What follows belongs to an exercise in optimizing a design on an open flow for small area; a production flow would make more cautious choices.
Function not checked in this run: the RTL went through the layout flow alone.
Power figures rest on the tool's default switching activity, not on a simulated workload.

==> flow/flow/run.sh <==
#!/bin/bash
# Standard ORFS layout with small port buffers and a lighter clock tree.
set -o pipefail
export BUFFER_PORTS_ARGS="-buffer_cell sky130_fd_sc_hd__buf_1"
export CTS_ARGS="-sink_clustering_enable -repair_clock_nets -dont_use_dummy_load -buf_list {sky130_fd_sc_hd__clkbuf_4 sky130_fd_sc_hd__clkbuf_8}"
bash standard.sh > standard.log 2>&1
==> flow/standard.sh <==
#!/bin/bash
# synth_recipe.tcl (not shown) runs the flow's synth.tcl, then flattens the netlist and writes it again
# the make line also repeats each setting of config.mk as NAME=value (left out here)
make -C /OpenROAD-flow-scripts/flow DESIGN_CONFIG=/design/flow/config.mk WORK_HOME=/design/flow/orfs CLKGATE_MAP_FILE= SYNTH_SCRIPT=/design/flow/synth_recipe.tcl "${@:-finish}"
==> flow/config.mk <==
export PLATFORM = sky130hd
export DESIGN_NAME = keypad_top
export DESIGN_NICKNAME = keypad_top
export VERILOG_FILES = /design/flow/design.v
export SDC_FILE = /design/flow/constraint.sdc
export NUM_CORES = 4
export LEC_CHECK = 0
export CAP_MARGIN = 20
export CORE_MARGIN = 2
export CORE_UTILIZATION = 20
export SLEW_MARGIN = 20
==> flow/constraint.sdc <==
create_clock -name core_clock -period 5.0 [get_ports {clk}]
set_input_delay 1.0000 -clock core_clock [delete_from_list [all_inputs] [get_ports {clk}]]
set_output_delay 1.0000 -clock core_clock [all_outputs]
set_load 0.01 [all_outputs]
==> flow/design.v <==
`timescale 1ns/1ps
package keypad_pkg;
    typedef enum logic {
        PAGE_NUMBERS,
        PAGE_FUNCTIONS
    } page_t;
    typedef enum logic [2:0] {
        NAV_NONE,
        NAV_UP,
        NAV_DOWN,
        NAV_LEFT,
        NAV_RIGHT,
        NAV_SELECT
    } nav_cmd_t;
    typedef enum logic [4:0] {
        KEY_0, KEY_1, KEY_2, KEY_3, KEY_4,
        KEY_5, KEY_6, KEY_7, KEY_8, KEY_9,
        KEY_DOT, KEY_POW, KEY_SQRT,
        KEY_DIV, KEY_MUL, KEY_SUB, KEY_ADD,
        KEY_CLEAR, KEY_DELETE, KEY_EQUALS,
        KEY_SIN, KEY_COS, KEY_TAN,
        KEY_LPAREN, KEY_RPAREN, KEY_FACT,
        KEY_LN, KEY_PI, KEY_E
    } key_t;
    typedef struct packed {
        page_t                page;
        logic [3-1:0]    row;
        logic [3-1:0]    col;
    } selection_t;
    typedef struct packed {
        logic                 valid;
        key_t                 key;
    } key_event_t;
    typedef struct packed {
        logic [2:0][8-1:0]            chars;
        logic [1:0]                         count;
    } spelling_t;
    typedef struct packed {
        logic [32-1:0][8-1:0] chars;
        logic [6-1:0]                   len;
    } expression_t;
endpackage
`timescale 1ns/1ps
module keypad_top
(
    input  logic        clk,
    input  logic        reset,
    input  logic [4:0]  btn,             
    output logic [6:0]  selection,
    output logic [261:0] expr_out,
    output logic        expr_valid,
    output logic        expr_complete
);
    localparam logic [2:0] C_NONE = 3'd0, C_UP = 3'd1, C_DOWN = 3'd2,
                           C_LEFT = 3'd3, C_RIGHT = 3'd4, C_SEL = 3'd5;
    logic [4:0] btn_prev;
    logic [4:0] pressed;
    logic [2:0] cmd;
    assign pressed = ~btn & btn_prev;
    always_ff @(posedge clk) begin
        if (reset) begin
            btn_prev <= '1;
            cmd      <= C_NONE;
        end else begin
            btn_prev <= btn;
            if (pressed[1])      cmd <= C_UP;
            else if (pressed[4]) cmd <= C_DOWN;
            else if (pressed[2]) cmd <= C_LEFT;
            else if (pressed[3]) cmd <= C_RIGHT;
            else if (pressed[0]) cmd <= C_SEL;
            else                 cmd <= C_NONE;
        end
    end
    logic       page;
    logic [1:0] row;
    logic [2:0] col;
    logic       kv;       
    assign selection = {page, 1'b0, row, col};
    always_ff @(posedge clk) begin
        if (reset) begin
            page <= 1'b0;
            row  <= '0;
            col  <= '0;
            kv   <= 1'b0;
        end else begin
            kv <= (cmd == C_SEL);
            case (cmd)
                C_UP:   if (row != 0) row <= row - 1'b1;
                C_DOWN: if (page ? (row != 2'd2) : (row != 2'd3)) row <= row + 1'b1;
                C_LEFT: begin
                    if (page && col == 0) begin
                        page <= 1'b0;
                        row  <= '0;
                        col  <= 3'd4;
                    end else if (col != 0) col <= col - 1'b1;
                end
                C_RIGHT: begin
                    if (!page && col == 3'd4) begin
                        page <= 1'b1;
                        row  <= '0;
                        col  <= '0;
                    end else if (page ? (col != 3'd2) : (col != 3'd4)) col <= col + 1'b1;
                end
                default: ;
            endcase
        end
    end
    logic [7:0] c0, c1, c2;
    logic [1:0] n;           
    logic       k_op, k_eq, k_clr, k_del;
    always_comb begin
        c0 = 8'h00; c1 = 8'h00; c2 = 8'h00; n = 2'd1;
        k_op = 1'b0; k_eq = 1'b0; k_clr = 1'b0; k_del = 1'b0;
        if (!page) begin
            case ({row, col})
                5'o00: c0 = "7";
                5'o01: c0 = "8";
                5'o02: c0 = "9";
                5'o03: begin c0 = "/"; k_op = 1'b1; n = 2'd0; end
                5'o04: begin k_clr = 1'b1; n = 2'd0; end
                5'o10: c0 = "4";
                5'o11: c0 = "5";
                5'o12: c0 = "6";
                5'o13: begin c0 = "*"; k_op = 1'b1; n = 2'd0; end
                5'o14: begin k_del = 1'b1; n = 2'd0; end
                5'o20: c0 = "1";
                5'o21: c0 = "2";
                5'o22: c0 = "3";
                5'o23: begin c0 = "-"; k_op = 1'b1; n = 2'd0; end
                5'o24: begin c0 = "+"; k_op = 1'b1; n = 2'd0; end
                5'o30: c0 = "0";
                5'o31: c0 = ".";
                5'o32: c0 = "^";
                5'o33: c0 = 8'hFB;
                5'o34: begin k_eq = 1'b1; n = 2'd0; end
                default: begin c0 = 8'hxx; c1 = 8'hxx; c2 = 8'hxx; n = 2'bxx;
                    k_op = 1'bx; k_eq = 1'bx; k_clr = 1'bx; k_del = 1'bx; end
            endcase
        end else begin
            case ({row, col})
                5'o00: begin c0 = "s"; c1 = "i"; c2 = "n"; n = 2'd3; end
                5'o01: begin c0 = "c"; c1 = "o"; c2 = "s"; n = 2'd3; end
                5'o02: begin c0 = "t"; c1 = "a"; c2 = "n"; n = 2'd3; end
                5'o10: c0 = "(";
                5'o11: c0 = ")";
                5'o12: c0 = "!";
                5'o20: begin c0 = "l"; c1 = "n"; n = 2'd2; end
                5'o21: c0 = 8'hE3;
                5'o22: c0 = "e";
                default: begin c0 = 8'hxx; c1 = 8'hxx; c2 = 8'hxx; n = 2'bxx;
                    k_op = 1'bx; k_eq = 1'bx; k_clr = 1'bx; k_del = 1'bx; end
            endcase
        end
    end
    logic [4:0]      len;
    logic [7:0]      chars [0:30];
    logic [1:0]      op;        
    logic [5:0]      grown;
    logic            append;
    logic [7:0]      opc;
    logic [7:0]      r [0:2];   
    logic [1:0]      lm3;
    assign grown  = {1'b0, len} + {4'b0, n};
    assign append = kv && !k_op && !k_eq && !k_clr && !k_del && (grown <= 6'd31);
    always_comb begin
        case (op)
            2'd0: opc = "/";
            2'd1: opc = "*";
            2'd2: opc = "-";
            default: opc = "+";
        endcase
    end
    assign lm3 = 2'(len % 5'd3);
    always_comb begin
        case (lm3)
            2'd0: begin r[0] = c0; r[1] = c1; r[2] = c2; end
            2'd1: begin r[1] = c0; r[2] = c1; r[0] = c2; end
            default: begin r[2] = c0; r[0] = c1; r[1] = c2; end
        endcase
    end
    always_ff @(posedge clk) begin
        if (reset) begin
            len           <= '0;
            expr_valid    <= 1'b0;
            expr_complete <= 1'b0;
        end else begin
            expr_valid    <= 1'b0;
            expr_complete <= 1'b0;
            if (expr_valid)    len <= 5'd1;
            if (expr_complete) len <= 5'd0;
            if (kv) begin
                if (k_clr) len <= '0;
                if (k_del && len != 0) len <= len - 1'b1;
                if (k_op && len != 0) expr_valid <= 1'b1;
                if (k_eq && len != 0) expr_complete <= 1'b1;
                if (append) len <= grown[4:0];
            end
        end
    end
    always_ff @(posedge clk) begin
        if (kv && k_op) op <= {row == 2'd2, col[2] | (row == 2'd1)};
    end
    always_ff @(posedge clk) begin
        if (expr_valid) chars[0] <= opc;
        else if (append && len == 0) chars[0] <= r[0];
        for (int i = 1; i < 31; i++) begin
            if (append && ((len == 5'(i)) || (len == 5'(i - 1) && n[1]) || (len == 5'(i - 2) && n == 2'd3)))
                chars[i] <= r[i % 3];
        end
    end
    always_comb begin
        expr_out = '0;
        expr_out[4:0] = len;
        for (int i = 0; i < 31; i++) expr_out[6 + 8*i +: 8] = chars[i];
    end
endmodule
==> notes.md <==
- Run status: no timing/DRC/antenna violations
- Dpl ws: 0.4604 ns
- Unique cell type count in the Yosys netlist: between 70 and 80
- Lkg Pwr: around 4.4 nW
- Skew final: 0.06415 ns
- Die X: 234.7 um
- CP top delay family: simple AND/OR/NAND/NOR gates
- Crit end category: register
- Final Hold Vio Count: 0
- Synth Area in Simple Gates: 9.342%
- Worst relative slew slack: slightly above 30%
- Final min period: between 4 and 5 ns
- Critical Path Fanout Max: 10
- Yosys top cell by area: edfxtp_1
- Router iterations before antenna repair: 5
- Post-synth top flop: edfxtp_1
- Critical path launch point type: register
- Synth Cell Area: 0.01065 sq mm
- Tot GR Track Use: between 10% and 20%
- Layout cell share with drive strength beyond 1: 12.32%
- Peak Freq: ~220 MHz
- Post-synth ARST share: 0%
- Worst-margin pin slew: 1.037 ns
- Crit-path cells: ha_1 > mux2i_1 > nor2_1 > o211a_1 > nor3_2 > inv_1 > ha_1 > or2_2 > a311o_1 > o31ai_4 > mux2i_1 > buf_4 > buf_4 > a2bb2oi_1 > nand2_1
- Vias: around 7,500
- Initial antenna violation count: 0
- Main combinational cell family by area after synthesis: compound AO/OA/AOI/OAI gates
- Detail Route Antenna Nets: 0
- DR vias/cell: 4.344
- Max Cap Viol: 0
- Slew Limit Fails: 0
- IO buf count: roughly 270
- CP max stage delay: approximately 0.43 ns
- Largest net degree at the start of global routing: 28
- Synth-to-Final Area Change: 26.20%
- Total congestion overflow: 0
- H-Tree Depth: 2
- Clk buf depth: 3
- DRC Markers: 0
- Critical path buffers and inverters: 3
- Setup TNS: 0 ns
- CTS root buf: clkbuf_8
- Core footprint: roughly 0.053 sq mm
- I/O pin count: between 200 and 300
- Rows: 84
- Power per Cell Area: 319.9 mW/mm^2
- CTS sink count: about 270
- Peak VDD IR: between 0.1 and 0.15 mV
- Total Wirelength: between 30 and 40 mm
- Die Y: 234.7 um
- Top cell type's share of synthesized area: between 70% and 80%
- Worst min path class: reg2reg
- Cts hold-fix bufs: 0
- Crit path kind: reg2reg
- # diodes: 0
- Initial Util: between 20% and 30%
- GPL Wtd Cong: approximately 0.92
- Number of global-route vias before repair: about 7,300
- Seq/Total Area, Yosys: ~75%
- Final period util: between 90% and 100%
- Area contributors post-synth: edfxtp_1 71%, dfxtp_1 4.1%, ha_1 2.6%
- Compound-Gate Fraction of Synth Area: 9.965%
- First-pass GRT wire length: roughly 50 mm
- RSZ-0062 raised after global routing: no
- XOR/XNOR share of the synthesized area: 0.1645%
- Avg Cell Area, Syn: approximately 15 sq um
- Adder-cell share of the synthesized area: 2.773%
- #FFs+latches synth: about 270
- Clock slew at reported path FFs: ~0.050 ns
- Clk Latency, worst-skew pair: about 0.60 ns
- CTS Buf Count: 47
- Crit path arrival time: between 4 and 5 ns
- Mux cell area share after synthesis: 0.4935%
- CTS tree: done
- CP required: 5.13 ns
- Post-CTS Resized: 0
- Initial DRC count: approximately 670
- Worst Slack Setup Final: between 0.4 and 0.5 ns
- Max stage delay cell, worst path: nor3_2
- Die area: 0.05510 sq mm
- Post-CTS Setup Bufs: 0
- Routed WL per cell: around 20 um
- DP Wirelength: roughly 25 mm
- Final setup fails: 0
- Number of nets in the layout: between 1,000 and 1,500
- YS warnings: 3
- Syn Inst Count: between 700 and 800
- Number of flops mapped to enable cells by yosys: 250
synth_stat cells, drive strengths merged (3+ instances only):
| cell type | instances |
|---|---|
| nor4 | 3 |
| o22ai | 5 |
| nor2 | 58 |
| a21oi | 24 |
| nand2 | 53 |
| a32oi | 3 |
| nor2b | 9 |
| edfxtp | 250 |
| or2 | 10 |
| and4 | 3 |
| buf | 20 |
| a221oi | 4 |
| dfxtp | 22 |
| nor4b | 4 |
| a211oi | 7 |
| o211ai | 9 |
| a21o | 5 |
| clkbuf | 17 |
| o221ai | 12 |
| or3 | 3 |
| nor3 | 16 |
| a31oi | 11 |
| ha | 22 |
| o31ai | 6 |
| mux2i | 3 |
| o21bai | 3 |
| o21ai | 24 |
| a22oi | 6 |
| inv | 17 |
| and2 | 4 |
| a2111oi | 5 |
| nand3 | 10 |
| nand2b | 12 |
| a22o | 4 |
sequential cells by signal, summed over array words and instances, names as in the netlist:
register	cells
chars	248
btn_prev	5
len	5
cmd	3
col	3
op	2
row	2
expr_complete	1
expr_valid	1
kv	1
page	1
placed cells by master (no fill, tap or decap), types with 4 or more instances in the layout:
cell type  Yosys  final
nor3_1        14     14
nor2_1        57     55
edfxtp_1     250    250
a211oi_1       6      6
inv_1         17     17
clkbuf_8       0     47
a31oi_1       11     11
nand2b_1      12     12
a2111oi_0      5      5
conb_1         1     10
o22ai_1        5      5
a21oi_1       24     24
a221oi_1       4      4
and2_1         4      4
buf_4         13     57
a21o_1         5      5
nand3_1       10     10
ha_1          22     22
a22o_1         4      4
o31ai_1        5      5
a22oi_1        5      5
o211ai_1       9      9
o21ai_0       23     22
o221ai_1      12     12
nand2_1       53     53
or2_2          9      9
dfxtp_1       22     22
buf_1          4    267
nor2b_1        9      9
nor4b_1        4      4
routing by layer:
layer / vias up / part of all wire (%) / global-route usage (%)
li1: 3349 / - / -
met1: 3726 / 43 / 16.42
met2: 412 / 46 / 19.04
met3: 50 / 9.1 / 3.736
met4: 0 / 1.8 / 3.299
met5: - / 0 / 0
worst paths after layout:
check | from | endpoint | slack, ns | cells past startpoint
max | len[3]$_SDFF_PP0_ | chars[27][0]$_DFFE_PP_ | 0.49 | 15
min | btn_prev[3]$_SDFF_PP1_ | cmd[2]$_SDFF_PP0_ | 0.49 | 2
max reg2reg | len[3]$_SDFF_PP0_ | chars[27][0]$_DFFE_PP_ | 0.49 | 15
min reg2reg | btn_prev[3]$_SDFF_PP1_ | cmd[2]$_SDFF_PP0_ | 0.49 | 2
logic make-up (layout without fill, tap and decap cells):
kind of cell | count (synthesis) | count (layout)
flip-flops | 272 | 272
AND/OR/NAND/NOR | 198 | 198
AO/OA/AOI/OAI | 146 | 146
buffers and inverters | 56 | 391
adder cells (fa/ha/maj) | 23 | 23
XOR/XNOR | 2 | 2
other | 1 | 10
multiplexers | 5 | 5
metrics by stage:
stage / util (%) / std cells / power (W) / cell area, sq um / hold WS, ns
final: 25.57 / 1735 / 0.004299 / 13440 / 0.4925
after global routing: 25.57 / 1735 / 0.004498 / 13440 / 0.5253
after CTS: 25.57 / 1735 / 0.004391 / 13440 / 0.4876
after detailed placement: 24.34 / 1688 / 0.002729 / 12790 / 0.4874
after global placement: 24.31 / 1687 / 0.002724 / 12770 / 0.4900
after floorplan: - / 712 / 0.002661 / 10680 / 0.4544
report_power, final:
part	internal, W	switching, W	leakage, nW	total (W)
logic	0.0000544	0.000135	1.57	0.000190
registers	0.00249	0.00000791	2.48	0.00250
clock network	0.000823	0.000789	0.338	0.00161
layout make-up:
cell class	instances	area, sq um
repair buffers	325	1441
well taps	688	860.8
clock buffers	47	646.9
flip-flops and latches	272	7948
fillers	5504	39110
multi-input cells	384	2470
inverters	19	71.32
tightest hold or removal path, cell delays in order, from the launching register on:
cell and delay [ns]:
dfxtp_1 0.30, nand2b_1 0.07, a2111oi_0 0.08

-- static timing again, ports no longer ideal --
Ports are ideal in the flow. The routed layout listed here was re-timed in OpenROAD.
Step 1, drivers: a clkbuf_16 drives clk and a buf_2 each remaining input, both assumed.
Step 2 times the ports against the registers' clock, not the clock port: input delays grow and output delays shrink by t, the midpoint of the rising clock arrivals with the driver on.
a / b / c = ideal ports / drivers / drivers and shift; a / b = the first two.
t, ns: 0.613
setup WS [ns]: 0.492 / 0.492 / 0.492
worst setup path at the end: register to register
clock arrival spread, ns: 0.064 / 0.064
cell pins on the clock port's net: 1
After both steps this run still meets setup and hold. The setup slack of this run moves by 0.000 ns with the drivers and by 0.000 ns with both steps.
